Context: an optimization exercise on an open-source flow, tuned for small area, a short achievable clock period and few clock cycles. The choices shown serve that exercise and are no tape-out recipe. Only simulation tests tie the RTL to the original design; equivalence was not proved. Power is estimated from default activity; no workload was simulated.

## the reference run
Design roulette_wheel_selector, start of the top module:
module roulette_wheel_selector #(
  parameter int unsigned MAX_MEMBERS = rws_pkg::DEFAULT_MAX_MEMBERS
) (
  input  logic                clk_i,
  input  logic                rst_ni,
  input  logic                in_valid_i,
  output logic                in_ready_o,
  input  logic [rws_pkg::OP_W-1:0]     in_op_i,
  input  logic [rws_pkg::WEIGHT_W-1:0] in_weight_i,
  input  logic [rws_pkg::RND_W-1:0]    in_random_word_i,
  output logic                out_valid_o,
  input  logic                out_ready_i,
  output logic [rws_pkg::INDEX_W-1:0]  out_index_o,
  output logic                out_status_o
);
For scale: about 11000 cells after synthesis, roughly 2700 flip-flops, about 62 I/O pins, roughly 110000 sq um of cells after synthesis.
Settings: LEC_CHECK=0, CAP_MARGIN=20, CORE_MARGIN=2, CORE_UTILIZATION=55, SETUP_SLACK_MARGIN=2.7, SLEW_MARGIN=20, TNS_END_PERCENT=10; clock period 6.0 ns.
run.sh (not shown) runs the stock make flow with config.mk's settings and CLKGATE_MAP_FILE= SYNTH_SCRIPT=/design/flow/synth_recipe.tcl, a recipe that flattens the netlist after the stock synthesis.
The reference run did not stop at any stage, and its layout met the timing, design-rule and antenna checks.
Testbench counts of the reference run, summed over its fixed seeds: cycles 2,863.
Modified inputs, the trial run compared to the reference run
-- flow/config.mk --
<<< the reference run, line 8
export CAP_MARGIN = 20
export CORE_MARGIN = 2
export CORE_UTILIZATION = 55
export SETUP_SLACK_MARGIN = 2.7
export SLEW_MARGIN = 20
export TNS_END_PERCENT = 10
>>> the trial run, line 8
export CAP_MARGIN = 20
export CORE_MARGIN = 2
export CORE_UTILIZATION = 60
export CTS_BUF_LIST = sky130_fd_sc_hd__clkbuf_8
export SETUP_SLACK_MARGIN = 3.0
export SLEW_MARGIN = 20
export TNS_END_PERCENT = 10
## What came out
The final layout from the trial run, which completed every stage, passed the timing, design-rule and antenna checks at the end of the flow.
Taking the reference run as the reference, in the trial run cell count rose 105; register-to-register slack fell 0.07 ns; count of nets after finishing rose 202; multi-input combinational cell area rose about 1.2%.
Between the reference run and the trial run, the static leakage power is lower for the reference run.
Against the reference run, the trial run comes in 31% higher on count of clock-buffer cells in the layout.
Footprint of the flip-flops and latches essentially unchanged between the trial run and the reference run.
Compared with the reference run, in the trial run combinational power has increased, sum of routed wire length over all layers increased 1400 microns, via count saw an increase.
Minimum period implied by the final worst setup slack delta (the trial run − the reference run): unfavourable


Another version of the RTL of roulette_wheel_selector (not shown whole).
Size in the first run: roughly 2700 flip-flops, ~62 I/O pins.
Settings: LEC_CHECK=0, CAP_MARGIN=20, CORE_MARGIN=2, CORE_UTILIZATION=55, CTS_BUF_LIST=sky130_fd_sc_hd__clkbuf_8, SETUP_SLACK_MARGIN=2.7, SLEW_MARGIN=20, TNS_END_PERCENT=10; clock period 6.0 ns.
Testbench counts at the start, summed over its fixed seeds: cycles 2,863.
==> next run, changes <==
CTS_BUF_LIST = unset   (was sky130_fd_sc_hd__clkbuf_8)
Effect: Worst hold slack is better by 0.14 ns. Combinational power stays flat. Cell count falls by 1.9%. Area after synthesis stays the same. Maximum frequency stays flat. Utilization rises by 0.36 points.


run 1:
roulette_wheel_selector, a different RTL version from the one above (not shown whole).
Size: ~11000 cells after synthesis.
clock: 6.0 ns
lec_check: 0
cap_margin: 20
core_margin: 2
core_utilization: 55
place_density: 0.72
setup_slack_margin: 2.7
slew_margin: 20
tns_end_percent: 10
Testbench counts of run 1, summed over its fixed seeds: cycles 2,863.
#### Input delta (run 2 over run 1)
- PLACE_DENSITY: 0.72 -> unset
- CTS_BUF_LIST: unset -> sky130_fd_sc_hd__clkbuf_8
[summary]
Run 2 gives more detailed-routed wire length on met2 than run 1 did.
Going from run 1 to run 2, fraction of power consumed by combinational cells went down 0.7 points, via count stayed essentially flat, critical path arrival saw an increase, worst hold slack decreased 0.033 ns.
Core utilization: run 2 lower than run 1
Power density over cell area went down slightly going from run 1 to run 2.
Lower count of routing violations after the opening detailed-route iteration was reported by run 2, not run 1.
Between run 2 and run 1, the routed wire length is lower for run 1.
| minimum period implied by the final worst setup slack | run 2 vs run 1 | 0.021 ns higher |
Compared with run 1, non-clock buffer count in run 2 decreased by more than 10%.
The inputs of run 3 differ from those of run 2 as listed below.
- a deleted CTS_BUF_LIST that had been sky130_fd_sc_hd__clkbuf_8
==> comparison <==
- Run 2 has a lower final area than run 3.
- Compared to run 2, run 3 shows a narrower setup margin.
- Multi-input logic portion of the cell area is lower on run 3
- Changes observed in run 3 relative to run 2: average via count per standard cell +0.059, clock network fraction of total power rose 1.6 points.
- Run 3 vs. run 2: clock latency at the later pin of the worst-skew pair went down by 0.18 ns.

-- what the ideal ports hide --
The flow's constraints put no driver on any port. The routed layouts listed below were extracted and timed again, unchanged, in two steps.
Step 1 sets driving cells, clkbuf_16 on the clock port and buf_2 on the other inputs (assumed; they add their load-dependent delay and slew).
Step 2, shift: input delay + t, output delay - t, t = (earliest + latest rising clock arrival at the registers) / 2. This alone moves slack from input paths to output paths.
Slacks: no drivers / after step 1 / after step 2; pairs: no drivers / after step 1.
| run | t, ns | slack for setup (ns) | worst register clock-pin slew, ns |
|---|---|---|---|
| the reference run | 0.973 | 2.164 / 2.164 / 1.593 | 0.07 / 0.07 |
| the trial run | 1.132 | 2.095 / 2.095 / 1.303 | 0.07 / 0.07 |
| the first run of note 2 | 1.124 | 2.348 / 2.348 / 1.664 | 0.07 / 0.07 |
| the second run of note 2 | 0.984 | 2.353 / 2.353 / 1.677 | 0.07 / 0.07 |
| run 1 | 0.995 | 2.147 / 2.147 / 1.584 | 0.07 / 0.07 |
| run 2 | 1.179 | 2.125 / 2.125 / 1.298 | 0.07 / 0.07 |
| run 3 | 0.992 | 2.072 / 2.072 / 1.420 | 0.07 / 0.07 |
After both steps setup and hold are still met in every run listed. For run 2, which loses most, drivers alone change the setup slack by 0.000 ns; drivers and shift together by -0.827 ns.
